From an optimization exercise on the open Yosys and OpenROAD flow, aimed at small area, a short achievable clock period and few clock cycles; shortcuts taken in it are not production practice.
Where RTL was checked, it was by simulation tests only, not by an equivalence proof against the original.
Only the layout flow was run in run 4; the RTL was not checked for function there.
No activity file was given, so power comes from the tool's default toggle rates.

==> design/flow/config.mk <==
export PLATFORM = sky130hd
export DESIGN_NAME = ml_ops_top
export DESIGN_NICKNAME = ml_ops_top
export VERILOG_FILES = /design/flow/design.v
export SDC_FILE = /design/flow/constraint.sdc
export NUM_CORES = 4
export LEC_CHECK = 0
export CAP_MARGIN = 20
export CORE_MARGIN = 2
export CORE_UTILIZATION = 60
export SLEW_MARGIN = 20
==> design/flow/constraint.sdc <==
create_clock -name core_clock -period 9.0 [get_ports {clk_i}]
set_input_delay 1.8000 -clock core_clock [delete_from_list [all_inputs] [get_ports {clk_i}]]
set_output_delay 1.8000 -clock core_clock [all_outputs]
set_load 0.01 [all_outputs]
==> design/flow/design.v <==
package ml_ops_pkg;
  typedef logic [32-1:0] word_t;
  typedef logic [32-1:0] addr_t;
  typedef logic [32-1:0] len_t;
  typedef logic [$clog2(16):0] batch_cnt_t;
  typedef logic [$clog2(2)-1:0] desc_idx_t;
  typedef enum logic [3:0] {
    IDLE,
    LOAD,
    SET_ADDR,
    RELU_TAKE,
    RELU_WAIT,
    RELU_GIVE,
    DOTP_TAKE,
    DOTP_WAIT,
    DOTP_GIVE,
    DONE
  } seq_state_t;
endpackage
module ml_datapath (
  input  logic [31:0] x_i,
  input  logic [7:0]  one_i,
  input  logic [7:0]  two_i,
  input  logic [7:0]  neg_i,
  output logic [31:0] so,
  output logic [31:0] co,
  output logic [31:0] to
);
  logic [31:0] pp0;
  assign pp0 = ((x_i[31:0] & {32{one_i[0]}}) | ({x_i[30:0], 1'b0} & {32{two_i[0]}})) ^ {32{neg_i[0]}};
  logic [29:0] pp1;
  assign pp1 = ((x_i[29:0] & {30{one_i[1]}}) | ({x_i[28:0], 1'b0} & {30{two_i[1]}})) ^ {30{neg_i[1]}};
  logic [27:0] pp2;
  assign pp2 = ((x_i[27:0] & {28{one_i[2]}}) | ({x_i[26:0], 1'b0} & {28{two_i[2]}})) ^ {28{neg_i[2]}};
  logic [25:0] pp3;
  assign pp3 = ((x_i[25:0] & {26{one_i[3]}}) | ({x_i[24:0], 1'b0} & {26{two_i[3]}})) ^ {26{neg_i[3]}};
  logic [23:0] pp4;
  assign pp4 = ((x_i[23:0] & {24{one_i[4]}}) | ({x_i[22:0], 1'b0} & {24{two_i[4]}})) ^ {24{neg_i[4]}};
  logic [21:0] pp5;
  assign pp5 = ((x_i[21:0] & {22{one_i[5]}}) | ({x_i[20:0], 1'b0} & {22{two_i[5]}})) ^ {22{neg_i[5]}};
  logic [19:0] pp6;
  assign pp6 = ((x_i[19:0] & {20{one_i[6]}}) | ({x_i[18:0], 1'b0} & {20{two_i[6]}})) ^ {20{neg_i[6]}};
  logic [17:0] pp7;
  assign pp7 = ((x_i[17:0] & {18{one_i[7]}}) | ({x_i[16:0], 1'b0} & {18{two_i[7]}})) ^ {18{neg_i[7]}};
  logic s0;
  logic k0;
  logic s1;
  logic k1;
  logic s2;
  logic k2;
  logic s3;
  logic k3;
  logic s4;
  logic k4;
  logic s5;
  logic k5;
  logic s6;
  logic k6;
  logic s7;
  logic k7;
  logic s8;
  logic k8;
  logic s9;
  logic k9;
  logic s10;
  logic k10;
  logic s11;
  logic k11;
  logic s12;
  logic k12;
  logic s13;
  logic k13;
  logic s14;
  logic k14;
  logic s15;
  logic k15;
  logic s16;
  logic k16;
  logic s17;
  logic k17;
  logic s18;
  logic k18;
  logic s19;
  logic k19;
  logic s20;
  logic k20;
  logic s21;
  logic k21;
  logic s22;
  logic k22;
  logic s23;
  logic k23;
  logic s24;
  logic k24;
  logic s25;
  logic k25;
  logic s26;
  logic k26;
  logic s27;
  logic k27;
  logic s28;
  logic k28;
  logic s29;
  logic k29;
  logic s30;
  logic k30;
  logic s31;
  logic k31;
  logic s32;
  logic k32;
  logic s33;
  logic k33;
  logic s34;
  logic k34;
  logic s35;
  logic k35;
  logic s36;
  logic k36;
  logic s37;
  logic k37;
  logic s38;
  logic k38;
  logic s39;
  logic k39;
  logic s40;
  logic k40;
  logic s41;
  logic k41;
  logic s42;
  logic k42;
  logic s43;
  logic k43;
  logic s44;
  logic k44;
  logic s45;
  logic k45;
  logic s46;
  logic k46;
  logic s47;
  logic k47;
  logic s48;
  logic k48;
  logic s49;
  logic k49;
  logic s50;
  logic k50;
  logic s51;
  logic k51;
  logic s52;
  logic k52;
  logic s53;
  logic k53;
  logic s54;
  logic k54;
  logic s55;
  logic k55;
  logic s56;
  logic k56;
  logic s57;
  logic k57;
  logic s58;
  logic k58;
  logic s59;
  logic k59;
  logic s60;
  logic k60;
  logic s61;
  logic k61;
  logic s62;
  logic k62;
  logic s63;
  logic k63;
  logic s64;
  logic k64;
  logic s65;
  logic k65;
  logic s66;
  logic k66;
  logic s67;
  logic k67;
  logic s68;
  logic k68;
  logic s69;
  logic k69;
  logic s70;
  logic k70;
  logic s71;
  logic k71;
  logic s72;
  logic k72;
  logic s73;
  logic k73;
  logic s74;
  logic k74;
  logic s75;
  logic k75;
  logic s76;
  logic k76;
  logic s77;
  logic k77;
  logic s78;
  logic k78;
  logic s79;
  logic k79;
  logic s80;
  logic k80;
  logic s81;
  logic k81;
  logic s82;
  logic k82;
  logic s83;
  logic k83;
  logic s84;
  logic k84;
  logic s85;
  logic k85;
  logic s86;
  logic k86;
  logic s87;
  logic k87;
  logic s88;
  logic k88;
  logic s89;
  logic k89;
  logic s90;
  logic k90;
  logic s91;
  logic k91;
  logic s92;
  logic k92;
  logic s93;
  logic k93;
  logic s94;
  logic k94;
  logic s95;
  logic k95;
  logic s96;
  logic k96;
  logic s97;
  logic k97;
  logic s98;
  logic k98;
  logic s99;
  logic k99;
  logic s100;
  logic k100;
  logic s101;
  logic k101;
  logic s102;
  logic k102;
  logic s103;
  logic k103;
  logic s104;
  logic k104;
  logic s105;
  logic k105;
  logic s106;
  logic k106;
  logic s107;
  logic k107;
  logic s108;
  logic k108;
  logic s109;
  logic k109;
  logic s110;
  logic k110;
  logic s111;
  logic k111;
  logic s112;
  logic k112;
  logic s113;
  logic k113;
  logic s114;
  logic k114;
  logic s115;
  logic k115;
  logic s116;
  logic k116;
  logic s117;
  logic k117;
  logic s118;
  logic k118;
  logic s119;
  logic k119;
  logic s120;
  logic k120;
  logic s121;
  logic k121;
  logic s122;
  logic k122;
  logic s123;
  logic k123;
  logic s124;
  logic k124;
  logic s125;
  logic k125;
  logic s126;
  logic k126;
  logic s127;
  logic k127;
  logic s128;
  logic k128;
  logic s129;
  logic k129;
  logic s130;
  logic k130;
  logic s131;
  logic k131;
  logic x264;
  logic x265;
  logic x266;
  logic x267;
  logic x268;
  logic x269;
  logic x270;
  logic x271;
  logic x272;
  logic x273;
  logic x274;
  assign s0 = neg_i[2] ^ pp0[4];
  assign k0 = neg_i[2] & pp0[4];
  assign s1 = pp0[5] ^ pp1[3];
  assign k1 = pp0[5] & pp1[3];
  assign s2 = neg_i[3] ^ pp0[6] ^ pp1[4];
  assign k2 = (neg_i[3] & pp0[6]) | (neg_i[3] & pp1[4]) | (pp0[6] & pp1[4]);
  assign s3 = pp2[2] ^ pp3[0];
  assign k3 = pp2[2] & pp3[0];
  assign s4 = pp0[7] ^ pp1[5] ^ pp2[3];
  assign k4 = (pp0[7] & pp1[5]) | (pp0[7] & pp2[3]) | (pp1[5] & pp2[3]);
  assign s5 = pp3[1] ^ k3;
  assign k5 = pp3[1] & k3;
  assign s6 = neg_i[4] ^ pp0[8] ^ pp1[6];
  assign k6 = (neg_i[4] & pp0[8]) | (neg_i[4] & pp1[6]) | (pp0[8] & pp1[6]);
  assign s7 = pp2[4] ^ pp3[2] ^ pp4[0];
  assign k7 = (pp2[4] & pp3[2]) | (pp2[4] & pp4[0]) | (pp3[2] & pp4[0]);
  assign s8 = k5 ^ k4;
  assign k8 = k5 & k4;
  assign s9 = pp0[9] ^ pp1[7] ^ pp2[5];
  assign k9 = (pp0[9] & pp1[7]) | (pp0[9] & pp2[5]) | (pp1[7] & pp2[5]);
  assign s10 = pp3[3] ^ pp4[1] ^ k6;
  assign k10 = (pp3[3] & pp4[1]) | (pp3[3] & k6) | (pp4[1] & k6);
  assign s11 = k7 ^ s9;
  assign k11 = k7 & s9;
  assign s12 = neg_i[5] ^ pp0[10] ^ pp1[8];
  assign k12 = (neg_i[5] & pp0[10]) | (neg_i[5] & pp1[8]) | (pp0[10] & pp1[8]);
  assign s13 = pp2[6] ^ pp3[4] ^ pp4[2];
  assign k13 = (pp2[6] & pp3[4]) | (pp2[6] & pp4[2]) | (pp3[4] & pp4[2]);
  assign s14 = pp5[0] ^ k9 ^ s12;
  assign k14 = (pp5[0] & k9) | (pp5[0] & s12) | (k9 & s12);
  assign s15 = s13 ^ k11;
  assign k15 = s13 & k11;
  assign s16 = pp0[11] ^ pp1[9] ^ pp2[7];
  assign k16 = (pp0[11] & pp1[9]) | (pp0[11] & pp2[7]) | (pp1[9] & pp2[7]);
  assign s17 = pp3[5] ^ pp4[3] ^ pp5[1];
  assign k17 = (pp3[5] & pp4[3]) | (pp3[5] & pp5[1]) | (pp4[3] & pp5[1]);
  assign s18 = k12 ^ k13 ^ s16;
  assign k18 = (k12 & k13) | (k12 & s16) | (k13 & s16);
  assign s19 = s17 ^ k15;
  assign k19 = s17 & k15;
  assign s20 = neg_i[6] ^ pp0[12] ^ pp1[10];
  assign k20 = (neg_i[6] & pp0[12]) | (neg_i[6] & pp1[10]) | (pp0[12] & pp1[10]);
  assign s21 = pp2[8] ^ pp3[6] ^ pp4[4];
  assign k21 = (pp2[8] & pp3[6]) | (pp2[8] & pp4[4]) | (pp3[6] & pp4[4]);
  assign s22 = pp5[2] ^ pp6[0] ^ k16;
  assign k22 = (pp5[2] & pp6[0]) | (pp5[2] & k16) | (pp6[0] & k16);
  assign s23 = k17 ^ s20 ^ s21;
  assign k23 = (k17 & s20) | (k17 & s21) | (s20 & s21);
  assign s24 = k18 ^ s22;
  assign k24 = k18 & s22;
  assign s25 = pp0[13] ^ pp1[11] ^ pp2[9];
  assign k25 = (pp0[13] & pp1[11]) | (pp0[13] & pp2[9]) | (pp1[11] & pp2[9]);
  assign s26 = pp3[7] ^ pp4[5] ^ pp5[3];
  assign k26 = (pp3[7] & pp4[5]) | (pp3[7] & pp5[3]) | (pp4[5] & pp5[3]);
  assign s27 = pp6[1] ^ k20 ^ k21;
  assign k27 = (pp6[1] & k20) | (pp6[1] & k21) | (k20 & k21);
  assign s28 = s25 ^ s26 ^ k22;
  assign k28 = (s25 & s26) | (s25 & k22) | (s26 & k22);
  assign s29 = k23 ^ s27;
  assign k29 = k23 & s27;
  assign s30 = neg_i[7] ^ pp0[14] ^ pp1[12];
  assign k30 = (neg_i[7] & pp0[14]) | (neg_i[7] & pp1[12]) | (pp0[14] & pp1[12]);
  assign s31 = pp2[10] ^ pp3[8] ^ pp4[6];
  assign k31 = (pp2[10] & pp3[8]) | (pp2[10] & pp4[6]) | (pp3[8] & pp4[6]);
  assign s32 = pp5[4] ^ pp6[2] ^ pp7[0];
  assign k32 = (pp5[4] & pp6[2]) | (pp5[4] & pp7[0]) | (pp6[2] & pp7[0]);
  assign s33 = k25 ^ k26 ^ s30;
  assign k33 = (k25 & k26) | (k25 & s30) | (k26 & s30);
  assign s34 = s31 ^ s32 ^ k27;
  assign k34 = (s31 & s32) | (s31 & k27) | (s32 & k27);
  assign s35 = s33 ^ k29;
  assign k35 = s33 & k29;
  assign s36 = pp0[15] ^ pp1[13] ^ pp2[11];
  assign k36 = (pp0[15] & pp1[13]) | (pp0[15] & pp2[11]) | (pp1[13] & pp2[11]);
  assign s37 = pp3[9] ^ pp4[7] ^ pp5[5];
  assign k37 = (pp3[9] & pp4[7]) | (pp3[9] & pp5[5]) | (pp4[7] & pp5[5]);
  assign s38 = pp6[3] ^ pp7[1] ^ k30;
  assign k38 = (pp6[3] & pp7[1]) | (pp6[3] & k30) | (pp7[1] & k30);
  assign s39 = k31 ^ k32 ^ s36;
  assign k39 = (k31 & k32) | (k31 & s36) | (k32 & s36);
  assign s40 = s37 ^ k33 ^ s38;
  assign k40 = (s37 & k33) | (s37 & s38) | (k33 & s38);
  assign s41 = s39 ^ k34;
  assign k41 = s39 & k34;
  assign s42 = pp0[16] ^ pp1[14] ^ pp2[12];
  assign k42 = (pp0[16] & pp1[14]) | (pp0[16] & pp2[12]) | (pp1[14] & pp2[12]);
  assign s43 = pp3[10] ^ pp4[8] ^ pp5[6];
  assign k43 = (pp3[10] & pp4[8]) | (pp3[10] & pp5[6]) | (pp4[8] & pp5[6]);
  assign s44 = pp6[4] ^ pp7[2] ^ k36;
  assign k44 = (pp6[4] & pp7[2]) | (pp6[4] & k36) | (pp7[2] & k36);
  assign s45 = k37 ^ s42 ^ s43;
  assign k45 = (k37 & s42) | (k37 & s43) | (s42 & s43);
  assign s46 = k38 ^ k39 ^ s44;
  assign k46 = (k38 & k39) | (k38 & s44) | (k39 & s44);
  assign s47 = s45 ^ k40;
  assign k47 = s45 & k40;
  assign s48 = pp0[17] ^ pp1[15] ^ pp2[13];
  assign k48 = (pp0[17] & pp1[15]) | (pp0[17] & pp2[13]) | (pp1[15] & pp2[13]);
  assign s49 = pp3[11] ^ pp4[9] ^ pp5[7];
  assign k49 = (pp3[11] & pp4[9]) | (pp3[11] & pp5[7]) | (pp4[9] & pp5[7]);
  assign s50 = pp6[5] ^ pp7[3] ^ k42;
  assign k50 = (pp6[5] & pp7[3]) | (pp6[5] & k42) | (pp7[3] & k42);
  assign s51 = k43 ^ s48 ^ s49;
  assign k51 = (k43 & s48) | (k43 & s49) | (s48 & s49);
  assign s52 = k44 ^ k45 ^ s50;
  assign k52 = (k44 & k45) | (k44 & s50) | (k45 & s50);
  assign s53 = s51 ^ k46;
  assign k53 = s51 & k46;
  assign s54 = pp0[18] ^ pp1[16] ^ pp2[14];
  assign k54 = (pp0[18] & pp1[16]) | (pp0[18] & pp2[14]) | (pp1[16] & pp2[14]);
  assign s55 = pp3[12] ^ pp4[10] ^ pp5[8];
  assign k55 = (pp3[12] & pp4[10]) | (pp3[12] & pp5[8]) | (pp4[10] & pp5[8]);
  assign s56 = pp6[6] ^ pp7[4] ^ k48;
  assign k56 = (pp6[6] & pp7[4]) | (pp6[6] & k48) | (pp7[4] & k48);
  assign s57 = k49 ^ s54 ^ s55;
  assign k57 = (k49 & s54) | (k49 & s55) | (s54 & s55);
  assign s58 = k50 ^ k51 ^ s56;
  assign k58 = (k50 & k51) | (k50 & s56) | (k51 & s56);
  assign s59 = s57 ^ k52;
  assign k59 = s57 & k52;
  assign s60 = pp0[19] ^ pp1[17] ^ pp2[15];
  assign k60 = (pp0[19] & pp1[17]) | (pp0[19] & pp2[15]) | (pp1[17] & pp2[15]);
  assign s61 = pp3[13] ^ pp4[11] ^ pp5[9];
  assign k61 = (pp3[13] & pp4[11]) | (pp3[13] & pp5[9]) | (pp4[11] & pp5[9]);
  assign s62 = pp6[7] ^ pp7[5] ^ k54;
  assign k62 = (pp6[7] & pp7[5]) | (pp6[7] & k54) | (pp7[5] & k54);
  assign s63 = k55 ^ s60 ^ s61;
  assign k63 = (k55 & s60) | (k55 & s61) | (s60 & s61);
  assign s64 = k56 ^ k57 ^ s62;
  assign k64 = (k56 & k57) | (k56 & s62) | (k57 & s62);
  assign s65 = s63 ^ k58;
  assign k65 = s63 & k58;
  assign s66 = pp0[20] ^ pp1[18] ^ pp2[16];
  assign k66 = (pp0[20] & pp1[18]) | (pp0[20] & pp2[16]) | (pp1[18] & pp2[16]);
  assign s67 = pp3[14] ^ pp4[12] ^ pp5[10];
  assign k67 = (pp3[14] & pp4[12]) | (pp3[14] & pp5[10]) | (pp4[12] & pp5[10]);
  assign s68 = pp6[8] ^ pp7[6] ^ k60;
  assign k68 = (pp6[8] & pp7[6]) | (pp6[8] & k60) | (pp7[6] & k60);
  assign s69 = k61 ^ s66 ^ s67;
  assign k69 = (k61 & s66) | (k61 & s67) | (s66 & s67);
  assign s70 = k62 ^ k63 ^ s68;
  assign k70 = (k62 & k63) | (k62 & s68) | (k63 & s68);
  assign s71 = s69 ^ k64;
  assign k71 = s69 & k64;
  assign s72 = pp0[21] ^ pp1[19] ^ pp2[17];
  assign k72 = (pp0[21] & pp1[19]) | (pp0[21] & pp2[17]) | (pp1[19] & pp2[17]);
  assign s73 = pp3[15] ^ pp4[13] ^ pp5[11];
  assign k73 = (pp3[15] & pp4[13]) | (pp3[15] & pp5[11]) | (pp4[13] & pp5[11]);
  assign s74 = pp6[9] ^ pp7[7] ^ k66;
  assign k74 = (pp6[9] & pp7[7]) | (pp6[9] & k66) | (pp7[7] & k66);
  assign s75 = k67 ^ s72 ^ s73;
  assign k75 = (k67 & s72) | (k67 & s73) | (s72 & s73);
  assign s76 = k68 ^ k69 ^ s74;
  assign k76 = (k68 & k69) | (k68 & s74) | (k69 & s74);
  assign s77 = s75 ^ k70;
  assign k77 = s75 & k70;
  assign s78 = pp0[22] ^ pp1[20] ^ pp2[18];
  assign k78 = (pp0[22] & pp1[20]) | (pp0[22] & pp2[18]) | (pp1[20] & pp2[18]);
  assign s79 = pp3[16] ^ pp4[14] ^ pp5[12];
  assign k79 = (pp3[16] & pp4[14]) | (pp3[16] & pp5[12]) | (pp4[14] & pp5[12]);
  assign s80 = pp6[10] ^ pp7[8] ^ k72;
  assign k80 = (pp6[10] & pp7[8]) | (pp6[10] & k72) | (pp7[8] & k72);
  assign s81 = k73 ^ s78 ^ s79;
  assign k81 = (k73 & s78) | (k73 & s79) | (s78 & s79);
  assign s82 = k74 ^ k75 ^ s80;
  assign k82 = (k74 & k75) | (k74 & s80) | (k75 & s80);
  assign s83 = s81 ^ k76;
  assign k83 = s81 & k76;
  assign s84 = pp0[23] ^ pp1[21] ^ pp2[19];
  assign k84 = (pp0[23] & pp1[21]) | (pp0[23] & pp2[19]) | (pp1[21] & pp2[19]);
  assign s85 = pp3[17] ^ pp4[15] ^ pp5[13];
  assign k85 = (pp3[17] & pp4[15]) | (pp3[17] & pp5[13]) | (pp4[15] & pp5[13]);
  assign s86 = pp6[11] ^ pp7[9] ^ k78;
  assign k86 = (pp6[11] & pp7[9]) | (pp6[11] & k78) | (pp7[9] & k78);
  assign s87 = k79 ^ s84 ^ s85;
  assign k87 = (k79 & s84) | (k79 & s85) | (s84 & s85);
  assign s88 = k80 ^ k81 ^ s86;
  assign k88 = (k80 & k81) | (k80 & s86) | (k81 & s86);
  assign s89 = s87 ^ k82;
  assign k89 = s87 & k82;
  assign s90 = pp0[24] ^ pp1[22] ^ pp2[20];
  assign k90 = (pp0[24] & pp1[22]) | (pp0[24] & pp2[20]) | (pp1[22] & pp2[20]);
  assign s91 = pp3[18] ^ pp4[16] ^ pp5[14];
  assign k91 = (pp3[18] & pp4[16]) | (pp3[18] & pp5[14]) | (pp4[16] & pp5[14]);
  assign s92 = pp6[12] ^ pp7[10] ^ k84;
  assign k92 = (pp6[12] & pp7[10]) | (pp6[12] & k84) | (pp7[10] & k84);
  assign s93 = k85 ^ s90 ^ s91;
  assign k93 = (k85 & s90) | (k85 & s91) | (s90 & s91);
  assign s94 = k86 ^ k87 ^ s92;
  assign k94 = (k86 & k87) | (k86 & s92) | (k87 & s92);
  assign s95 = s93 ^ k88;
  assign k95 = s93 & k88;
  assign s96 = pp0[25] ^ pp1[23] ^ pp2[21];
  assign k96 = (pp0[25] & pp1[23]) | (pp0[25] & pp2[21]) | (pp1[23] & pp2[21]);
  assign s97 = pp3[19] ^ pp4[17] ^ pp5[15];
  assign k97 = (pp3[19] & pp4[17]) | (pp3[19] & pp5[15]) | (pp4[17] & pp5[15]);
  assign s98 = pp6[13] ^ pp7[11] ^ k90;
  assign k98 = (pp6[13] & pp7[11]) | (pp6[13] & k90) | (pp7[11] & k90);
  assign s99 = k91 ^ s96 ^ s97;
  assign k99 = (k91 & s96) | (k91 & s97) | (s96 & s97);
  assign s100 = k92 ^ k93 ^ s98;
  assign k100 = (k92 & k93) | (k92 & s98) | (k93 & s98);
  assign s101 = s99 ^ k94;
  assign k101 = s99 & k94;
  assign s102 = pp0[26] ^ pp1[24] ^ pp2[22];
  assign k102 = (pp0[26] & pp1[24]) | (pp0[26] & pp2[22]) | (pp1[24] & pp2[22]);
  assign s103 = pp3[20] ^ pp4[18] ^ pp5[16];
  assign k103 = (pp3[20] & pp4[18]) | (pp3[20] & pp5[16]) | (pp4[18] & pp5[16]);
  assign s104 = pp6[14] ^ pp7[12] ^ k96;
  assign k104 = (pp6[14] & pp7[12]) | (pp6[14] & k96) | (pp7[12] & k96);
  assign s105 = k97 ^ s102 ^ s103;
  assign k105 = (k97 & s102) | (k97 & s103) | (s102 & s103);
  assign s106 = k98 ^ k99 ^ s104;
  assign k106 = (k98 & k99) | (k98 & s104) | (k99 & s104);
  assign s107 = s105 ^ k100;
  assign k107 = s105 & k100;
  assign s108 = pp0[27] ^ pp1[25] ^ pp2[23];
  assign k108 = (pp0[27] & pp1[25]) | (pp0[27] & pp2[23]) | (pp1[25] & pp2[23]);
  assign s109 = pp3[21] ^ pp4[19] ^ pp5[17];
  assign k109 = (pp3[21] & pp4[19]) | (pp3[21] & pp5[17]) | (pp4[19] & pp5[17]);
  assign s110 = pp6[15] ^ pp7[13] ^ k102;
  assign k110 = (pp6[15] & pp7[13]) | (pp6[15] & k102) | (pp7[13] & k102);
  assign s111 = k103 ^ s108 ^ s109;
  assign k111 = (k103 & s108) | (k103 & s109) | (s108 & s109);
  assign s112 = k104 ^ k105 ^ s110;
  assign k112 = (k104 & k105) | (k104 & s110) | (k105 & s110);
  assign s113 = s111 ^ k106;
  assign k113 = s111 & k106;
  assign s114 = pp0[28] ^ pp1[26] ^ pp2[24];
  assign k114 = (pp0[28] & pp1[26]) | (pp0[28] & pp2[24]) | (pp1[26] & pp2[24]);
  assign s115 = pp3[22] ^ pp4[20] ^ pp5[18];
  assign k115 = (pp3[22] & pp4[20]) | (pp3[22] & pp5[18]) | (pp4[20] & pp5[18]);
  assign s116 = pp6[16] ^ pp7[14] ^ k108;
  assign k116 = (pp6[16] & pp7[14]) | (pp6[16] & k108) | (pp7[14] & k108);
  assign s117 = k109 ^ s114 ^ s115;
  assign k117 = (k109 & s114) | (k109 & s115) | (s114 & s115);
  assign s118 = k110 ^ k111 ^ s116;
  assign k118 = (k110 & k111) | (k110 & s116) | (k111 & s116);
  assign s119 = s117 ^ k112;
  assign k119 = s117 & k112;
  assign s120 = pp0[29] ^ pp1[27] ^ pp2[25];
  assign k120 = (pp0[29] & pp1[27]) | (pp0[29] & pp2[25]) | (pp1[27] & pp2[25]);
  assign s121 = pp3[23] ^ pp4[21] ^ pp5[19];
  assign k121 = (pp3[23] & pp4[21]) | (pp3[23] & pp5[19]) | (pp4[21] & pp5[19]);
  assign s122 = pp6[17] ^ pp7[15] ^ k114;
  assign k122 = (pp6[17] & pp7[15]) | (pp6[17] & k114) | (pp7[15] & k114);
  assign s123 = k115 ^ s120 ^ s121;
  assign k123 = (k115 & s120) | (k115 & s121) | (s120 & s121);
  assign s124 = k116 ^ k117 ^ s122;
  assign k124 = (k116 & k117) | (k116 & s122) | (k117 & s122);
  assign s125 = s123 ^ k118;
  assign k125 = s123 & k118;
  assign s126 = pp0[30] ^ pp1[28] ^ pp2[26];
  assign k126 = (pp0[30] & pp1[28]) | (pp0[30] & pp2[26]) | (pp1[28] & pp2[26]);
  assign s127 = pp3[24] ^ pp4[22] ^ pp5[20];
  assign k127 = (pp3[24] & pp4[22]) | (pp3[24] & pp5[20]) | (pp4[22] & pp5[20]);
  assign s128 = pp6[18] ^ pp7[16] ^ k120;
  assign k128 = (pp6[18] & pp7[16]) | (pp6[18] & k120) | (pp7[16] & k120);
  assign s129 = k121 ^ s126 ^ s127;
  assign k129 = (k121 & s126) | (k121 & s127) | (s126 & s127);
  assign s130 = k122 ^ k123 ^ s128;
  assign k130 = (k122 & k123) | (k122 & s128) | (k123 & s128);
  assign s131 = s129 ^ k124;
  assign k131 = s129 & k124;
  assign x264 = pp0[31] ^ pp1[29];
  assign x265 = pp2[27] ^ pp3[25];
  assign x266 = pp4[23] ^ pp5[21];
  assign x267 = pp6[19] ^ pp7[17];
  assign x268 = x264 ^ x265;
  assign x269 = x266 ^ x267;
  assign x270 = k126 ^ k127;
  assign x271 = x268 ^ x269;
  assign x272 = x270 ^ x271;
  assign x273 = k128 ^ x272;
  assign x274 = k129 ^ x273;
  assign so[0] = pp0[0];
  assign co[0] = neg_i[0];
  assign to[0] = 1'b0;
  assign so[1] = pp0[1];
  assign co[1] = 1'b0;
  assign to[1] = 1'b0;
  assign so[2] = pp0[2];
  assign co[2] = pp1[0];
  assign to[2] = neg_i[1];
  assign so[3] = pp0[3];
  assign co[3] = pp1[1];
  assign to[3] = 1'b0;
  assign so[4] = pp1[2];
  assign co[4] = pp2[0];
  assign to[4] = s0;
  assign so[5] = pp2[1];
  assign co[5] = k0;
  assign to[5] = s1;
  assign so[6] = k1;
  assign co[6] = s2;
  assign to[6] = s3;
  assign so[7] = k2;
  assign co[7] = s4;
  assign to[7] = s5;
  assign so[8] = s6;
  assign co[8] = s7;
  assign to[8] = s8;
  assign so[9] = k8;
  assign co[9] = s10;
  assign to[9] = s11;
  assign so[10] = k10;
  assign co[10] = s14;
  assign to[10] = s15;
  assign so[11] = k14;
  assign co[11] = s18;
  assign to[11] = s19;
  assign so[12] = s23;
  assign co[12] = k19;
  assign to[12] = s24;
  assign so[13] = k24;
  assign co[13] = s28;
  assign to[13] = s29;
  assign so[14] = k28;
  assign co[14] = s34;
  assign to[14] = s35;
  assign so[15] = k35;
  assign co[15] = s40;
  assign to[15] = s41;
  assign so[16] = s46;
  assign co[16] = k41;
  assign to[16] = s47;
  assign so[17] = s52;
  assign co[17] = k47;
  assign to[17] = s53;
  assign so[18] = s58;
  assign co[18] = k53;
  assign to[18] = s59;
  assign so[19] = s64;
  assign co[19] = k59;
  assign to[19] = s65;
  assign so[20] = s70;
  assign co[20] = k65;
  assign to[20] = s71;
  assign so[21] = s76;
  assign co[21] = k71;
  assign to[21] = s77;
  assign so[22] = s82;
  assign co[22] = k77;
  assign to[22] = s83;
  assign so[23] = s88;
  assign co[23] = k83;
  assign to[23] = s89;
  assign so[24] = s94;
  assign co[24] = k89;
  assign to[24] = s95;
  assign so[25] = s100;
  assign co[25] = k95;
  assign to[25] = s101;
  assign so[26] = s106;
  assign co[26] = k101;
  assign to[26] = s107;
  assign so[27] = s112;
  assign co[27] = k107;
  assign to[27] = s113;
  assign so[28] = s118;
  assign co[28] = k113;
  assign to[28] = s119;
  assign so[29] = s124;
  assign co[29] = k119;
  assign to[29] = s125;
  assign so[30] = s130;
  assign co[30] = k125;
  assign to[30] = s131;
  assign so[31] = k130;
  assign co[31] = k131;
  assign to[31] = x274;
endmodule
module ml_ops_top (
  input  logic              clk_i,
  input  logic              rst_i,
  input  logic              ml_ops_enable_i,
  input  logic              loading_data_i,
  input  logic              relu_en_i,
  input  logic              dotp_en_i,
  input  logic              ex_ready_i,
  input  ml_ops_pkg::addr_t operand_a_addr_i,
  input  ml_ops_pkg::len_t  operand_b_size_i,
  input  ml_ops_pkg::word_t mem_rd_data_i,
  output ml_ops_pkg::word_t reg_wr_data_o,
  output ml_ops_pkg::word_t mem_wr_data_o,
  output ml_ops_pkg::addr_t mem_addr_o,
  output logic              mem_rd_en_o,
  output logic              mem_wr_en_o,
  output logic              reg_wr_en_o,
  output logic              ml_op_done_o,
  output logic              ml_ready_o
);
  localparam logic [3:0] IDLE = 4'd0;
  localparam logic [3:0] LD2  = 4'd1;
  localparam logic [3:0] RR1  = 4'd2;
  localparam logic [3:0] RR2  = 4'd3;
  localparam logic [3:0] RBUB = 4'd4;
  localparam logic [3:0] RW1  = 4'd5;
  localparam logic [3:0] RW2  = 4'd6;
  localparam logic [3:0] DA   = 4'd7;
  localparam logic [3:0] DB   = 4'd8;
  localparam logic [3:0] T1   = 4'd9;
  localparam logic [3:0] T2   = 4'd10;
  localparam logic [3:0] T3   = 4'd11;
  localparam logic [3:0] T4   = 4'd12;
  localparam logic [3:0] T5   = 4'd13;
  localparam logic [3:0] FIN  = 4'd14;
  localparam logic [3:0] T6   = 4'd15;
  logic [3:0]  st_q, st_d;
  logic        rd_d, wr_d, done_d, regwr_d, ready_d;
  logic        relu_q;
  logic        same;
  logic        sq_q;
  logic        last_q;
  logic [15:0] rem_q;
  logic        rem_dec;
  logic        rem_one;
  logic        inc;
  logic [31:0] cur_q, oth_q, cur_nx;
  logic [31:0] a_q;
  logic [31:0] x_q;
  logic [7:0]  one_q, two_q, neg_q;
  logic [31:0] p_q, q_q, r_q, p_nx, q_nx, r_nx;
  logic [31:0] s_q, sa, c1s, c1c, c2s, c2c;
  logic        cy0_q, cy1_q, cy0a, cy1a;
  logic [11:0] lo_sum;
  logic [12:0] mid_sum;
  logic [10:0] hi_sum;
  logic        v1_q, v2_q;
  logic        inc_q, clr_q;
  assign rem_one = (rem_q == 16'd1);
  assign same    = (operand_a_addr_i == oth_q);
  always_comb begin
    st_d    = st_q;
    rd_d    = 1'b0;
    wr_d    = 1'b0;
    done_d  = 1'b0;
    regwr_d = 1'b0;
    rem_dec = 1'b0;
    case (st_q)
      IDLE: if (loading_data_i) st_d = LD2;
      LD2: begin
        st_d = relu_q ? RR1 : DA;
        rd_d = 1'b1;
      end
      RR1: begin
        rem_dec = 1'b1;
        if (rem_one) begin
          st_d = RBUB;
        end else begin
          st_d = RR2;
          rd_d = 1'b1;
        end
      end
      RR2: begin
        rem_dec = 1'b1;
        st_d    = RW1;
        wr_d    = 1'b1;
      end
      RBUB: begin
        st_d   = RW1;
        wr_d   = 1'b1;
        done_d = 1'b1;
      end
      RW1: begin
        st_d   = RW2;
        wr_d   = 1'b1;
        done_d = last_q;
      end
      RW2: begin
        st_d = RR1;
        rd_d = 1'b1;
      end
      DA: begin
        if (!sq_q) begin
          st_d = DB;
          rd_d = 1'b1;
        end else begin
          rem_dec = 1'b1;
          if (rem_one) begin
            st_d = T1;
          end else begin
            rd_d = 1'b1;
          end
        end
      end
      DB: begin
        rem_dec = 1'b1;
        if (rem_one) begin
          st_d = T1;
        end else begin
          st_d = DA;
          rd_d = 1'b1;
        end
      end
      T1: st_d = T2;
      T2: st_d = T3;
      T3: st_d = sq_q ? T5 : T4;
      T4: st_d = T5;
      T5: st_d = T6;
      T6: begin
        st_d    = FIN;
        regwr_d = 1'b1;
        done_d  = 1'b1;
      end
      default: st_d = FIN;
    endcase
    if (ml_op_done_o) begin
      st_d    = ex_ready_i ? IDLE : FIN;
      rd_d    = 1'b0;
      wr_d    = 1'b0;
      regwr_d = 1'b0;
      done_d  = !ex_ready_i;
    end
    if (!ml_ops_enable_i) begin
      st_d    = IDLE;
      rd_d    = 1'b0;
      wr_d    = 1'b0;
      regwr_d = 1'b0;
      done_d  = 1'b0;
    end
    ready_d = (st_d == IDLE) || (st_d == LD2) || done_d;
  end
  always_ff @(posedge clk_i or negedge rst_i) begin
    if (!rst_i) begin
      st_q         <= IDLE;
      mem_rd_en_o  <= 1'b0;
      mem_wr_en_o  <= 1'b0;
      reg_wr_en_o  <= 1'b0;
      ml_op_done_o <= 1'b0;
      ml_ready_o   <= 1'b1;
      v1_q         <= 1'b0;
      v2_q         <= 1'b0;
    end else begin
      st_q         <= st_d;
      mem_rd_en_o  <= rd_d;
      mem_wr_en_o  <= wr_d;
      reg_wr_en_o  <= regwr_d;
      ml_op_done_o <= done_d;
      ml_ready_o   <= ready_d;
      v1_q         <= ml_ops_enable_i && (st_q == DB || (st_q == DA && sq_q));
      v2_q         <= ml_ops_enable_i && v1_q;
    end
  end
  always_ff @(posedge clk_i) begin
    inc_q <= (st_d == RR1) || (st_d == RW1);
    clr_q <= (st_d == LD2);
  end
  always_ff @(posedge clk_i) begin
    if (st_q == IDLE) begin
      relu_q <= relu_en_i;
      rem_q  <= operand_b_size_i[15:0];
    end else if (rem_dec) begin
      rem_q  <= rem_q - 16'd1;
    end
    if (st_q == RR2) begin
      last_q <= rem_one;
    end
    if (st_q == LD2) begin
      sq_q <= same;
    end else if (st_q == IDLE) begin
      sq_q <= 1'b0;
    end
  end
  assign inc    = inc_q || sq_q;
  assign cur_nx = {cur_q[31:2] + 30'd1, cur_q[1:0]};
  always_ff @(posedge clk_i) begin
    cur_q <= inc ? cur_nx : oth_q;
    if (st_q == IDLE || st_q == LD2) begin
      oth_q <= operand_a_addr_i;
    end else if (!inc) begin
      oth_q <= cur_nx;
    end
  end
  assign mem_addr_o = cur_q;
  logic [16:0] yraw;
  logic [7:0]  one_d, two_d, neg_d;
  logic        yv;
  assign yv = ml_ops_enable_i && (v1_q || (v2_q && !sq_q));
  always_comb begin
    yraw = v1_q ? {mem_rd_data_i[15:0], 1'b0} : a_q[31:15];
    for (int r = 0; r < 8; r++) begin
      one_d[r] = yv && (yraw[2*r+1] ^ yraw[2*r]);
      two_d[r] = yv && ((yraw[2*r+2] && !yraw[2*r+1] && !yraw[2*r]) ||
                        (!yraw[2*r+2] && yraw[2*r+1] && yraw[2*r]));
      neg_d[r] = yv && yraw[2*r+2] && !(yraw[2*r+1] && yraw[2*r]);
    end
  end
  always_ff @(posedge clk_i) begin
    a_q <= mem_rd_data_i & ~{32{relu_q && mem_rd_data_i[31]}};
    if (v1_q && sq_q) begin
      x_q <= {mem_rd_data_i[30:15], mem_rd_data_i[15:0]};
    end else if (v1_q) begin
      x_q <= a_q;
    end else begin
      x_q <= {x_q[15:0], 16'd0};
    end
    one_q <= one_d;
    two_q <= two_d;
    neg_q <= neg_d;
    p_q   <= p_nx;
    q_q   <= q_nx;
    r_q   <= r_nx;
    s_q   <= {hi_sum[10:1], mid_sum[11:1], lo_sum[10:0]};
    cy0_q <= lo_sum[11];
    cy1_q <= mid_sum[12];
  end
  assign sa     = s_q & {32{!clr_q}};
  assign cy0a   = cy0_q && !clr_q;
  assign cy1a   = cy1_q && !clr_q;
  assign c1s    = p_q ^ q_q ^ r_q;
  assign c1c    = {(p_q[30:0] & q_q[30:0]) | (p_q[30:0] & r_q[30:0]) | (q_q[30:0] & r_q[30:0]), 1'b0};
  assign c2s    = sa ^ c1s ^ c1c;
  assign c2c    = {(sa[30:0] & c1s[30:0]) | (sa[30:0] & c1c[30:0]) | (c1s[30:0] & c1c[30:0]), 1'b0};
  assign lo_sum  = {1'b0, c2s[10:0]} + {1'b0, c2c[10:0]};
  assign mid_sum = {1'b0, c2s[21:11], cy0a} + {1'b0, c2c[21:11], cy0a};
  assign hi_sum  = {c2s[31:22], cy1a} + {c2c[31:22], cy1a};
  ml_datapath mac_i (
    .x_i   (x_q),
    .one_i (one_q),
    .two_i (two_q),
    .neg_i (neg_q),
    .so    (p_nx),
    .co    (q_nx),
    .to    (r_nx)
  );
  assign mem_wr_data_o = a_q;
  assign reg_wr_data_o = s_q;
endmodule
==> design/flow/flow/run.sh <==
#!/bin/bash
# The standard layout, with stronger port buffers and setup repair aimed
# below the clock period (same clock, same constraints).
export BUFFER_PORTS_ARGS="-buffer_cell sky130_fd_sc_hd__buf_4"
export SETUP_SLACK_MARGIN=6.0
export ABC_CLOCK_PERIOD_IN_PS=3000
bash standard.sh > standard_run.log 2>&1
==> design/flow/standard.sh <==
#!/bin/bash
# synth_recipe.tcl (not shown) runs the flow's synth.tcl, then flattens the netlist and writes it again
# the make line also repeats each setting of config.mk as NAME=value (left out here)
make -C /OpenROAD-flow-scripts/flow DESIGN_CONFIG=/design/flow/config.mk WORK_HOME=/design/flow/orfs CLKGATE_MAP_FILE= SYNTH_SCRIPT=/design/flow/synth_recipe.tcl "${@:-finish}"
==> results.txt, run 1 <==
status finished clean; Max-Slew Margin vs Limit 42.6%; CTS Buffer Depth 3; Final ANT Viol Nets 0; residual DRC count 0; Crit path depth 10; initial antenna violation count 0; Comb power frac 33.2%; CP startpoint kind flip-flop; hold buffers post-CTS 0; first-pass GRT wire length 77.6 mm; worst slew pin tran 0.858 ns; r2r worst-path depth 10; die outline area 34400 um^2; Distinct cells, synth 61; total number of vias 14500; Worst Path Buf+Inv 2; crit end category flip-flop; layout filler cell count 2545; layout net count 2404; DRT Pass-1 Iters 6; area delta synth->final 15.6%; TritonCTS Buffers 36; Routed WL 49.0 mm; switch share 35.6%; endpoints failing hold 0; Synth Instances 1954; Die Wd 186 um; delay-heaviest family, CP adder cells; post-synthesis sequential element count 310; HP Class flip-flop to flip-flop; Cell Int Power 3.45 mW; Clock Skew 0.0167 ns; H-Tree Depth 2; clock sinks 310; DP Area 21400 um^2; Routed WL per cell 19.3 um; Worst EP arrival 3.44 ns; largest net degree at the start of global routing 65; clock power share 26.7%; gr ovfl total 0; critical path type flip-flop to flip-flop; dpl hpwl 33.4 mm; io pins 204; Die Ht 186 um; RSZ-0062 raised after global routing true; hold slack 0.477 ns; Fmax 0.328 GHz; Syn Nets 2294; CP max stage cell fa_1; Mapped Area 19800 um^2; Diodes inserted 0; Core ar. 32500 um^2; max cap viols 0; gr usage total 28.7%; Final Wtd Congestion 0.886; worst-skew pair later-pin latency 0.53 ns; Seq pwr share 40.0%; VDD IR max 259 uV; initial drt markers 1198; final setup TNS 0 ns; CP required 9.40 ns; FFs w/ async S/R, synth 3.55%; power density cells 234 nW/um^2; row count 66; max-slew violations 0; Final Setup Violations 0; average via count per standard cell 5.72; clk root buf clkbuf_16; fin area 22900 um^2; register area share after synthesis 34.3%; period utilisation layout 33.8%; Tmin final 3.05 ns; switching power 1.91 mW; Max stage delay on crit path 0.55 ns; crit-path max FO 3; area fraction of the dominant cell type after synthesis 24.9%; Initial Util 60.8%; Leak 9.75 nW; top-count cell post-synth dfxtp_1; worst hold path depth 0; Synth top cells by count dfxtp_1 (246), a22oi_1 (194), fa_1 (165), xor2_1 (158), xnor2_1 (156); share of cells above drive strength 1 16.5%; commonest register cell after synthesis dfxtp_1; main area contributors after synthesis dfxtp_1 (25%), fa_1 (17%), edfxtp_1 (8.0%); Reg clk slew, reported paths 0.06 ns; top cell type by total area after synthesis dfxtp_1; CTS tree built; Synth Warn # 1; vias in the first global route 14800; port buffer count 186; Post-synth EDFFs 53; Avg Cell Area, Syn 10.1 um^2; crit path cell chain fa_1, inv_2, fa_1, inv_2, ha_4, o21a_1, o31a_1, or4_4, nand4_1, or3b_1
==> power by group through the flow <==
stage | combinational (mW) | sequential, mW | clock (mW)
3_3_place_gp | 1.69 | 2.16 | 0
2_1_floorplan | 1.15 | 2.12 | 0
5_1_grt | 1.99 | 2.19 | 1.51
4_1_cts | 1.75 | 2.14 | 1.46
6_report | 1.78 | 2.15 | 1.43
3_5_place_dp | 1.73 | 2.17 | 0
==> worst register-to-register path, delay by kind of cell (launching register included) <==
| kind | cells | cell delay [ns] |
|---|---|---|
| fa+ha+maj | 3 | 1.30 |
| compound gates | 2 | 0.31 |
| buf+inv | 2 | 0.09 |
| simple gates | 3 | 0.89 |
| flops | 1 | 0.32 |
==> what timing repair did <==
item	4_1_cts	5_1_grt
buffers inserted	1	6
cloned	0	2
setup endpoints to repair	65	21
pin swaps	1	5
gates resized for setup	39	41
==> state kept, by name, indices dropped and copies added, names as in the netlist, 4 cells and up <==
signal,flops
a_q,32
cur_q,32
oth_q,32
p_q,32
s_q,32
x_q,32
q_q,31
r_q,29
rem_q,16
neg_q,8
one_q,8
two_q,8
st_q,4
==> cells by family after synthesis <==
logic type	Yosys count	share of synthesized area [%]
DFF	310	34.3
adders and majority gates	237	21.3
muxes	50	2.59
and+or+nand+nor	407	10.5
AOI/OAI and AO/OA	371	12.3
buffers and inverters	265	5.03
xor gates and xnor gates	314	13.9
==> per-layer routing <==
layer	up-vias	track usage [%]	share of wire [%]
met5	-	0	0
met4	0	8.76	2.8
met3	95	7.73	9.2
met2	559	46.5	47
met1	7047	37.6	41
li1	6792	-	-
==> stage by stage <==
step,util [%],total power [mW],cells,setup WS [ns]
floorplan,-,3.27,1954,6.00
global placement,65.7,3.85,2459,5.47
detailed placement,65.7,3.89,2459,5.44
CTS,69.6,5.35,2525,5.95
global route,70.3,5.69,2533,5.88
finish,70.3,5.36,2533,5.95
==> layout make-up <==
cell class / count / area (um^2) / share of cell area, %
Timing Repair Buffer: 219 / 1770 / 7.75
Sequential cell: 310 / 6870 / 30.0
Inverter: 118 / 443 / 1.94
Multi-Input combinational cell: 1379 / 12100 / 52.8
Tap cell: 442 / 553 / 2.42
Clock buffer: 50 / 1040 / 4.57
Clock inverter: 15 / 123 / 0.536
==> cells in the final DEF, fill, tap and decap left out, drive strengths merged, types with 5 or more instances in the layout <==
cell	synthesis	routed
a21o	6	6
a21oi	113	113
a22oi	194	194
and2	43	43
and3	5	5
buf	29	217
clkbuf	118	52
clkinv	0	10
dfrtp	10	10
dfxtp	246	246
edfxtp	53	53
fa	165	165
ha	72	72
inv	118	120
mux2	10	10
mux2i	40	40
nand2	74	74
nand2b	10	10
nand3	27	27
nand4	9	9
nor2	114	114
nor2b	58	58
nor3	20	20
nor4	14	14
o21ai	31	31
or3	13	13
xnor2	156	156
xor2	158	158
==> worst paths after layout <==
kind | start | slack (ns) | end
min reg2reg | oth_q[1] | 0.48 | cur_q[1]
max reg2reg | p_q[4] | 5.95 | s_q[10]
max | p_q[4] | 5.95 | s_q[10]
max in group asynchronous | rst_i | 7.67 | ml_ready_o
min in group asynchronous | rst_i | 1.10 | mem_wr_en_o
min | oth_q[1] | 0.48 | cur_q[1]
Testbench counts, summed over its fixed seeds: cycles 43,054.
==> inputs of run 2 (changes only) <==
--- a/design/flow/config.mk
+++ b/design/flow/config.mk
@@ -8,4 +8,6 @@
 export CAP_MARGIN = 20
 export CORE_MARGIN = 2
 export CORE_UTILIZATION = 60
+export CTS_CLUSTER_DIAMETER = 120
+export CTS_CLUSTER_SIZE = 24
 export SLEW_MARGIN = 20
==> run 2 against run 1 <==
Against the previous run:
- final cell count shrank 1.7%
- design area fell by 3.2%
- utilization down 2.2 points
- setup slack better by 0.012 ns
- maximum frequency is 0.39% higher
- largest power group unchanged
- still clean on timing, DRC and antenna
- non-clock buffer count fell by 1
==> results.txt, run 2 <==
crit end category flip-flop; final setup TNS 0 ns; gr usage total 28.1%; initial antenna violation count 0; Max-Slew Margin vs Limit 42.4%; critical path type flip-flop to flip-flop; Initial Util 60.8%; Clock Skew 0.0182 ns; Seq pwr share 45.4%; Routed WL 48.0 mm; HP Class flip-flop to flip-flop; CP required 9.40 ns; mux cell area share after synthesis 2.59%; VDD IR max 205 uV; layout net count 2383; top cell type by total area after synthesis dfxtp_1; H-Tree Depth 1; dpl hpwl 33.4 mm; largest family of logic cells by synthesized area adder cells; area delta synth->final 12.0%; period utilisation layout 33.7%; Adder-Cell Fraction of Synth Area 21.3%; crit path cell chain fa_1, inv_2, fa_1, inv_2, ha_4, o21a_1, o31a_1, or4_4, nand4_1, or3b_1; area fraction of the dominant cell type after synthesis 24.9%; switch share 37.3%; power density cells 213 nW/um^2; die outline area 34400 um^2; max cap viols 0; hold buffers post-CTS 0; R2R setup slack 5.97 ns; post-synthesis sequential element count 310; initial drt markers 1155; gr ovfl total 0; Post-Synth XOR/XNOR Area 13.9%; fin area 22100 um^2; clock power share 17.1%; CP max stage cell fa_1; Die Ht 186 um; most frequent cells in the layout dfxtp_1 (218), buf_4 (204), a22oi_1 (192); share of cells above drive strength 1 15.1%; vias in the first global route 14600; layout filler cell count 2626; Synth Warn # 1; Distinct cells, synth 61; main area contributors after synthesis dfxtp_1 (25%), fa_1 (17%), edfxtp_1 (8.0%); Worst Hold Endpoint cur_q[1]; status finished clean; r2r startpoint p_q[4]; Compound-Gate Fraction of Synth Area 12.3%; Hold Crit Start oth_q[1]; first-pass GRT wire length 76.8 mm; total number of vias 14400; Leak 9.39 nW; Synth top cells by count dfxtp_1 (246), a22oi_1 (194), fa_1 (165), xor2_1 (158), xnor2_1 (156); commonest register cell after synthesis dfxtp_1; crit-path max FO 3; residual DRC count 0; Max stage delay on crit path 0.55 ns; Final Wtd Congestion 0.886; port buffer count 186; worst hold path depth 0; Avg Cell Area, Syn 10.1 um^2; Final ANT Viol Nets 0; largest net degree at the start of global routing 65; Die Wd 186 um; top-count cell post-synth dfxtp_1; register area share after synthesis 34.3%; CP startpoint kind flip-flop; worst slew pin tran 0.861 ns; Routed WL per cell 19.2 um; endpoints failing hold 0; max-slew violations 0; Cell Int Power 2.96 mW; Tmin final 3.03 ns; average via count per standard cell 5.77; DRT Pass-1 Iters 9; hold slack 0.481 ns; CTS Buffer Depth 3; Final Setup Violations 0; Comb power frac 37.4%; switching power 1.76 mW; Reg clk slew, reported paths 0.10 ns; io pins 204; CTS tree built; Syn Nets 2294; DP Area 21400 um^2; TritonCTS Buffers 16; FFs w/ async S/R, synth 3.55%; commonest non-fill, non-tap cell in the layout dfxtp_1; DP Cell Count 2459; Post-Route Utilization 68.1%; RSZ-0062 raised after global routing true; worst-skew pair later-pin latency 0.52 ns; Critical R2R Capture s_q[10]; row count 66; simple-gate share of the synthesized area 10.5%; Post-synth EDFFs 53; non-filler cells, final 2491; Mapped Area 19800 um^2; Core ar. 32500 um^2; Synth Instances 1954; Fmax 0.330 GHz; r2r worst-path depth 10; Worst EP arrival 3.43 ns; clk root buf clkbuf_16; clock sinks 310; Diodes inserted 0
run 2: cell counts after synthesis:
Identical to the previous run, type by type.
run 2: cell families after synthesis:
logic type,Yosys count
mux,50
compound gates,371
simple gates,407
xor+xnor,314
flops,310
buf+inv,265
fa+ha+maj,237
run 2: critical path, delay by kind of cell (launching register included):
kind / cells / cell delay (ns)
compound gates: 2 / 0.30
buf+inv: 2 / 0.09
fa+ha+maj: 3 / 1.30
flops: 1 / 0.34
simple gates: 3 / 0.89
run 2: per-stage QoR:
stage / worst slack [ns] / total power [mW]
6_report: 5.97 / 4.71
5_1_grt: 5.90 / 5.05
4_1_cts: 5.93 / 4.72
3_5_place_dp: 5.44 / 3.89
2_1_floorplan: 6.00 / 3.27
3_3_place_gp: 5.47 / 3.85
run 2: cell type report:
class	instances	area (um^2)	area share, %
Sequential cell	310	6870	31.0
Tap cell	442	553	2.50
Clock buffer	24	462	2.09
Multi-Input combinational cell	1379	12100	54.5
Inverter	118	445	2.01
Timing Repair Buffer	218	1740	7.87
run 2: worst max-delay path by stage:
stage | cells past startpoint | startpoint | endpoint | slack [ns]
floorplan | 8 | neg_q[2] | r_q[18] | 6.00
global placement | 7 | one_q[2] | r_q[18] | 5.47
detailed placement | 7 | one_q[2] | r_q[18] | 5.44
CTS | 9 | two_q[4] | r_q[31] | 5.93
global route | 10 | p_q[4] | s_q[10] | 5.90
finish | 10 | p_q[4] | s_q[10] | 5.97
run 2: power by group through the flow:
stage | sequential [mW] | clock [mW] | combinational (mW)
2_1_floorplan | 2.12 | 0 | 1.15
3_3_place_gp | 2.16 | 0 | 1.69
3_5_place_dp | 2.17 | 0 | 1.73
4_1_cts | 2.14 | 0.830 | 1.75
5_1_grt | 2.19 | 0.884 | 1.97
6_report | 2.14 | 0.808 | 1.76
run 2: layer usage:
layer | vias to the layer above | track usage, % | share of wire [%]
met3 | 76 | 7.16 | 9.0
met2 | 556 | 46.5 | 47
li1 | 6717 | - | -
met1 | 7017 | 37.3 | 41
met5 | - | 0 | 0
met4 | 0 | 6.71 | 2.1
run 2: what timing repair did:
item	CTS	global route
setup buffers	1	6
resized for setup	37	46
pin swaps	2	5
cloned	0	1
setup endpoints to repair	65	26
==> inputs of run 3 (changes only) <==
==> design/flow/flow/run.sh (replaced) <==
#!/bin/bash
# The standard layout, with chosen port buffers and setup repair aimed
# below the clock period (same clock, same constraints).
export BUFFER_PORTS_ARGS="-buffer_cell sky130_fd_sc_hd__buf_1"
export PRE_RESIZE_TCL="$PWD/flow/pre_resize.tcl"
export SETUP_SLACK_MARGIN=6.0
export ABC_CLOCK_PERIOD_IN_PS=3000
bash standard.sh > standard_run.log 2>&1
==> design/flow/flow/pre_resize.tcl (new file) <==
# Ports were buffered with the smallest buffer; the output ports, which drive
# the outside load, get a stronger one. The input ports keep the small one.
set n 0
foreach inst [get_cells output*] {
  if { [get_property [get_lib_cells -of_objects $inst] name] == "sky130_fd_sc_hd__buf_1" } {
    replace_cell $inst sky130_fd_sc_hd__buf_4
    incr n
  }
}
puts "pre_resize: $n output port buffers set to sky130_fd_sc_hd__buf_4"
==> run 3 against run 2 <==
Against the previous run:
- power is 0.32% lower
- first-iteration DRC count is 13% lower
- still clean on timing, DRC and antenna
- critical endpoint unchanged
- hold slack better by 0.0098 ns
- maximum frequency is 2.7% lower
- flip-flop and latch count stayed put
- critical path type unchanged
- sequential power hardly changed
- register-to-register slack worse by 0.08 ns
==> results.txt, run 3 <==
status finished clean; max cap viols 0; residual DRC count 0; HP Class flip-flop to flip-flop; Pwr Total 4.70 mW; footprint of the multi-input gates 12100 um^2; Reg clk slew, reported paths 0.10 ns; H-Tree Depth 1; Synth Warn # 1; Comb power frac 37.4%; Initial Util 60.8%; Leak 9.07 nW; Synth top cells by count dfxtp_1 (246), a22oi_1 (194), fa_1 (165), xor2_1 (158), xnor2_1 (156); Final Wtd Congestion 0.871; total number of vias 14200; worst-skew pair later-pin latency 0.53 ns; worst hold path depth 1; Die Wd 186 um; Synth Instances 1954; crit end category flip-flop; first-pass GRT wire length 75.8 mm; layout net count 2381; Final ANT Viol Nets 0; Cell Int Power 2.94 mW; r2r worst-path depth 9; share of cells above drive strength 1 11.2%; CP required 9.40 ns; Core ar. 32500 um^2; area delta synth->final 10.4%; top sig layer met5; FFs w/ async S/R, synth 3.55%; final setup TNS 0 ns; switching power 1.76 mW; dpl hpwl 33.2 mm; Routed WL per cell 19.2 um; most frequent cells in the layout dfxtp_1 (214), a22oi_1 (193), fa_1 (164); clock sinks 310; Max-Slew Margin vs Limit 30.4%; area fraction of the dominant cell type after synthesis 24.9%; CP startpoint kind flip-flop; register area share after synthesis 34.3%; Worst Setup SP p_q[2]; Clock Skew 0.0200 ns; largest net degree at the start of global routing 65; met3 wire length 3.26 mm; Met2 Wirelength 23.0 mm; Seq pwr share 45.7%; CTS tree built; average via count per standard cell 5.71; Fmax 0.321 GHz; Post-Route Utilization 67.1%; gr usage total 27.9%; die outline area 34400 um^2; max-slew violations 0; row count 66; io pins 204; commonest non-fill, non-tap cell in the layout dfxtp_1; clock power share 16.9%; wl on met1 20.5 mm; Worst EP arrival 3.52 ns; top-count cell post-synth dfxtp_1; VDD IR max 219 uV; vias in the first global route 14200; TritonCTS Buffers 16; post-synthesis sequential element count 310; RSZ-0062 raised after global routing true; Post-synth EDFFs 53; gr ovfl total 0; Final Setup Violations 0; layout filler cell count 2736; endpoints failing hold 0; switch share 37.4%; CTS Buffer Depth 3; main area contributors after synthesis dfxtp_1 (25%), fa_1 (17%), edfxtp_1 (8.0%); power density cells 215 nW/um^2; initial antenna violation count 2; port buffer count 186; Avg Cell Area, Syn 10.1 um^2; crit-path max FO 3; DRT Pass-1 Iters 6; Syn Nets 2294; Die Ht 186 um; Reg area 6880 um^2; critical path type flip-flop to flip-flop; clk root buf clkbuf_16; r2r startpoint p_q[2]; period utilisation layout 34.6%; Hold Crit Start relu_q; commonest register cell after synthesis dfxtp_1; worst slew pin tran 1.04 ns; initial drt markers 1010; Distinct cells, synth 61; top cell type by total area after synthesis dfxtp_1; Routed WL 47.7 mm; Mapped Area 19800 um^2; Tmin final 3.12 ns
run 3: cell counts after synthesis:
No cell type changed its count.
run 3: final timing paths:
check | endpoint | slack, ns
min in group asynchronous | reg_wr_en_o | 1.23
max reg2reg | s_q[10] | 5.88
max | s_q[10] | 5.88
min reg2reg | a_q[31] | 0.49
max in group asynchronous | v1_q | 7.33
min | a_q[31] | 0.49
run 3: layer usage:
layer | track usage [%] | up-vias
met5 | 0 | -
met4 | 5.57 | 2
met3 | 5.26 | 63
met2 | 46.5 | 441
met1 | 38.3 | 6985
li1 | - | 6725
run 3: kinds of logic (layout without fill, tap and decap cells):
kind of cell	count (synthesis)	after routing	synth area share, %
XOR/XNOR	314	314	13.9
AO/OA/AOI/OAI	371	371	12.3
adder cells (fa/ha/maj)	237	237	21.3
AND/OR/NAND/NOR	407	407	10.5
multiplexers	50	50	2.59
buffers and inverters	265	358	5.03
other	0	1	0
flip-flops	310	310	34.3
run 3: worst max-delay path, stage by stage (launching register included):
cell and delay (ns):
dfxtp_1 0.34, fa_2 0.58, ha_1 0.25, ha_1 0.30, a21oi_1 0.15, nor2b_1 0.08, o31a_1 0.28, or4_4 0.57
nand4_1 0.09, or3b_1 0.35
run 3: final cells by class:
type / count / area share [%]
well taps: 442 / 2.53
flip-flops and latches: 310 / 31.5
clock inverters: 1 / 0.0745
inverters: 118 / 2.03
clock buffers: 23 / 2.00
diodes: 1 / 0.0115
multi-input cells: 1379 / 55.5
repair buffers: 216 / 6.38
run 3: metrics by stage:
step / setup WS (ns) / cells / hold WS, ns / area, um^2
6_report: 5.88 / 2490 / 0.491 / 21800
5_1_grt: 5.80 / 2489 / 0.515 / 21800
4_1_cts: 5.93 / 2484 / 0.501 / 21600
3_5_place_dp: 5.42 / 2457 / 0.478 / 21000
3_3_place_gp: 5.48 / 2457 / 0.467 / 20600
2_1_floorplan: 6.00 / 1954 / 0.329 / 19800
run 3: power by group through the flow:
stage	sequential [mW]	combinational (mW)	clock [mW]
2_1_floorplan	2.12	1.15	0
3_3_place_gp	2.15	1.55	0
4_1_cts	2.14	1.75	0.815
5_1_grt	2.20	1.96	0.864
3_5_place_dp	2.17	1.71	0
6_report	2.15	1.76	0.794
run 3: repair_timing:
item                                    4_1_cts  5_1_grt
gates cloned                                  1        0
resized for setup                            45       43
buffers inserted                              2        5
pin swaps                                     2       16
hold buffers                                  0        0
endpoints found under the setup margin       65       32
==> inputs of run 4 (changes only) <==
--- a/design/flow/design.v
+++ b/design/flow/design.v
@@ -724,7 +724,6 @@
   localparam logic [3:0] T4   = 4'd12;
   localparam logic [3:0] T5   = 4'd13;
   localparam logic [3:0] FIN  = 4'd14;
-  localparam logic [3:0] T6   = 4'd15;
   logic [3:0]  st_q, st_d;
   logic        rd_d, wr_d, done_d, regwr_d, ready_d;
   logic        relu_q;
@@ -741,10 +740,11 @@
   logic [7:0]  one_q, two_q, neg_q;
   logic [31:0] p_q, q_q, r_q, p_nx, q_nx, r_nx;
   logic [31:0] s_q, sa, c1s, c1c, c2s, c2c;
-  logic        cy0_q, cy1_q, cy0a, cy1a;
-  logic [11:0] lo_sum;
-  logic [12:0] mid_sum;
-  logic [10:0] hi_sum;
+  logic [2:0]  cy_q, cya;
+  logic        ripple;
+  logic [8:0]  b0_sum;
+  logic [9:0]  b1_sum, b2_sum;
+  logic [8:0]  b3_sum;
   logic        v1_q, v2_q;
   logic        inc_q, clr_q;
   assign rem_one = (rem_q == 16'd1);
@@ -816,11 +816,12 @@
       T2: st_d = T3;
       T3: st_d = sq_q ? T5 : T4;
       T4: st_d = T5;
-      T5: st_d = T6;
-      T6: begin
-        st_d    = FIN;
-        regwr_d = 1'b1;
-        done_d  = 1'b1;
+      T5: begin
+        if (!ripple) begin
+          st_d    = FIN;
+          regwr_d = 1'b1;
+          done_d  = 1'b1;
+        end
       end
       default: st_d = FIN;
     endcase
@@ -920,20 +921,20 @@
     p_q   <= p_nx;
     q_q   <= q_nx;
     r_q   <= r_nx;
-    s_q   <= {hi_sum[10:1], mid_sum[11:1], lo_sum[10:0]};
-    cy0_q <= lo_sum[11];
-    cy1_q <= mid_sum[12];
+    s_q   <= {b3_sum[8:1], b2_sum[8:1], b1_sum[8:1], b0_sum[7:0]};
+    cy_q  <= {b2_sum[9], b1_sum[9], b0_sum[8]};
   end
   assign sa     = s_q & {32{!clr_q}};
-  assign cy0a   = cy0_q && !clr_q;
-  assign cy1a   = cy1_q && !clr_q;
+  assign cya    = cy_q & {3{!clr_q}};
+  assign ripple = (cy_q[0] && (&s_q[15:8])) || (cy_q[1] && (&s_q[23:16]));
   assign c1s    = p_q ^ q_q ^ r_q;
   assign c1c    = {(p_q[30:0] & q_q[30:0]) | (p_q[30:0] & r_q[30:0]) | (q_q[30:0] & r_q[30:0]), 1'b0};
   assign c2s    = sa ^ c1s ^ c1c;
   assign c2c    = {(sa[30:0] & c1s[30:0]) | (sa[30:0] & c1c[30:0]) | (c1s[30:0] & c1c[30:0]), 1'b0};
-  assign lo_sum  = {1'b0, c2s[10:0]} + {1'b0, c2c[10:0]};
-  assign mid_sum = {1'b0, c2s[21:11], cy0a} + {1'b0, c2c[21:11], cy0a};
-  assign hi_sum  = {c2s[31:22], cy1a} + {c2c[31:22], cy1a};
+  assign b0_sum = {1'b0, c2s[7:0]} + {1'b0, c2c[7:0]};
+  assign b1_sum = {1'b0, c2s[15:8], cya[0]} + {1'b0, c2c[15:8], cya[0]};
+  assign b2_sum = {1'b0, c2s[23:16], cya[1]} + {1'b0, c2c[23:16], cya[1]};
+  assign b3_sum = {c2s[31:24], cya[2]} + {c2c[31:24], cya[2]};
   ml_datapath mac_i (
     .x_i   (x_q),
     .one_i (one_q),
==> design/flow/flow/run.sh (replaced) <==
#!/bin/bash
# The standard layout, with stronger port buffers and setup repair aimed
# below the clock period (same clock, same constraints).
export BUFFER_PORTS_ARGS="-buffer_cell sky130_fd_sc_hd__buf_4"
export SETUP_SLACK_MARGIN=6.0
export ABC_CLOCK_PERIOD_IN_PS=3000
bash standard.sh > standard_run.log 2>&1
removed: design/flow/flow/pre_resize.tcl
==> run 4 against run 3 <==
Against the previous run:
- setup slack gained 0.16 ns
- hold slack improved by 0.013 ns
- utilization rose by 0.97 points
- critical path type is now input port to flip-flop
- sequential share of layout area decreased by 0.41 points
- highest routed layer is now met4
- synthesized area grew 0.26%
==> results.txt, run 4 <==
status finished clean; Cell Int Power 2.94 mW; dpl hpwl 33.5 mm; share of cells above drive strength 1 14.4%; Comb power frac 37.1%; total number of vias 14400; max cap viols 0; Final Wtd Congestion 0.860; Tmin final 2.96 ns; layout filler cell count 2653; delay-heaviest family, CP simple AND/OR/NAND/NOR gates; Max-Slew Margin vs Limit 38.1%; gr usage total 27.7%; Die Ht 186 um; DRT Pass-1 Iters 6; top cell type by total area after synthesis dfxtp_1; Die Wd 186 um; top sig layer met4; CTS Buffer Depth 3; Post-synth EDFFs 53; port buffer count 186; row count 66; Worst Setup SP operand_a_addr_i[3]; met3 wire length 4.13 mm; commonest non-fill, non-tap cell in the layout dfxtp_1; most frequent cells in the layout dfxtp_1 (219), buf_4 (199), a22oi_1 (189); Post-Route Utilization 68.1%; TritonCTS Buffers 16; Final WS setup 6.04 ns; Worst path most repeated cell nor4_1; clock power share 16.7%; area fraction of the dominant cell type after synthesis 24.9%; pre-CTS WS 5.52 ns; Final ANT Viol Nets 0; area delta synth->final 11.7%; Fmax 0.338 GHz; initial antenna violation count 0; worst slew pin tran 0.928 ns; main area contributors after synthesis dfxtp_1 (25%), fa_1 (17%), edfxtp_1 (8.0%); CP max stage cell nor4_1; die outline area 34500 um^2; Clock Skew 0.0140 ns; clock sinks 311; vias in the first global route 14200; Leak 9.37 nW; critical path type input port to flip-flop; crit-path max FO 2; initial drt markers 1119; Critical R2R Capture r_q[17]; Seq pwr share 46.1%; register area share after synthesis 34.4%; Synth Instances 1964; end of the critical path sq_q; CP required 9.24 ns; Reg clk slew, reported paths 0.10 ns; Worst EP arrival 3.19 ns; CP startpoint kind input port; layout net count 2390; r2r startpoint x_q[11]; io pins 204; top-count cell post-synth dfxtp_1; Crit path depth 5; post-synthesis sequential element count 311; endpoints failing hold 0; H-Tree Depth 1; max-slew violations 0; commonest register cell after synthesis dfxtp_1; Avg Cell Area, Syn 10.1 um^2; crit path cell chain buf_4, xor2_1, nor4_1, nand4_1, nor4_1; Worst Path Buf+Inv 1; RSZ-0062 raised after global routing false; period utilisation layout 32.9%; Synth Warn # 1; first-pass GRT wire length 75.5 mm; Max stage delay on crit path 0.54 ns; switch share 37.4%; Initial Util 60.9%; Mapped Area 19800 um^2; crit end category flip-flop; HP Class flip-flop to flip-flop; R2R setup slack 6.06 ns; residual DRC count 0; Met2 Wirelength 21.1 mm; clk root buf clkbuf_16; Core ar. 32500 um^2; Syn Nets 2305; Final Setup Violations 0; wl on met1 21.4 mm; CTS tree built; Synth top cells by count dfxtp_1 (247), a22oi_1 (192), fa_1 (166), xor2_1 (155), xnor2_1 (152); Distinct cells, synth 59; largest net degree at the start of global routing 70; Routed WL 47.4 mm; Diodes inserted 0; power density cells 212 nW/um^2; gr ovfl total 0; r2r worst-path depth 7; Routed WL per cell 19.0 um; final setup TNS 0 ns; FFs w/ async S/R, synth 3.54%; switching power 1.76 mW; worst-skew pair later-pin latency 0.51 ns; VDD IR max 257 uV; average via count per standard cell 5.75
[run 4: routing by layer]
metal	vias up	GRT usage (%)
met5	-	0
met4	0	6.71
met3	64	5.48
met2	614	42.1
met1	6926	40.7
li1	6753	-
[run 4: power groups by stage]
stage | Combinational (mW) | Sequential, mW | Clock [mW]
2_1_floorplan | 1.17 | 2.12 | 0
3_3_place_gp | 1.69 | 2.18 | 0
3_5_place_dp | 1.73 | 2.19 | 0
4_1_cts | 1.75 | 2.17 | 0.814
5_1_grt | 1.95 | 2.22 | 0.857
6_report | 1.75 | 2.17 | 0.786
[run 4: metrics by stage]
stage / power, mW / hold WS [ns] / cell area, um^2 / instances
floorplan: 3.29 / 0.329 / 19800 / 1964
global placement: 3.88 / 0.463 / 21400 / 2469
detailed placement: 3.93 / 0.474 / 21400 / 2469
CTS: 4.73 / 0.498 / 21900 / 2492
global route: 5.02 / 0.516 / 22100 / 2496
finish: 4.70 / 0.504 / 22100 / 2496
[run 4: worst min path at each step]
| stage | startpoint | endpoint | slack [ns] | cells after the start |
|---|---|---|---|---|
| 2_1_floorplan | neg_q[0] | q_q[0] | 0.33 | 0 |
| 3_3_place_gp | oth_q[0] | cur_q[0] | 0.46 | 0 |
| 3_5_place_dp | oth_q[0] | cur_q[0] | 0.47 | 0 |
| 4_1_cts | oth_q[0] | cur_q[0] | 0.50 | 0 |
| 5_1_grt | oth_q[0] | cur_q[0] | 0.52 | 0 |
| 6_report | oth_q[0] | cur_q[0] | 0.50 | 0 |
[run 4: what timing repair did]
action                                  4_1_cts  5_1_grt
gates resized for setup                      31       50
endpoints found under the setup margin       54       56
hold buffers                                  0        0
gates cloned                                  0        0
setup buffers                                 0        4
pin swaps                                     0        6
[run 4: worst reg2reg max path, stage by stage, from the launching register on]
cell and delay [ns]:
dfxtp_2 0.63, a22oi_1 0.20, xor2_1 0.19, fa_1 0.53
fa_1 0.55, fa_1 0.44, inv_1 0.07, ha_1 0.22
[run 4: cells by family after synthesis]
group,after synthesis,synth area share (%)
XOR/XNOR,307,13.6
AND/OR/NAND/NOR,411,10.6
adder cells (fa/ha/maj),238,21.3
flip-flops,311,34.4
multiplexers,49,2.53
buffers and inverters,272,5.21
AO/OA/AOI/OAI,376,12.4
[run 4: layout make-up]
| class | instances | area (um^2) | area share (%) |
|---|---|---|---|
| Clock buffer | 23 | 449 | 2.03 |
| Inverter | 124 | 465 | 2.10 |
| Multi-Input combinational cell | 1381 | 12100 | 54.4 |
| Sequential cell | 311 | 6880 | 31.1 |
| Tap cell | 442 | 553 | 2.50 |
| Timing Repair Buffer | 215 | 1740 | 7.85 |
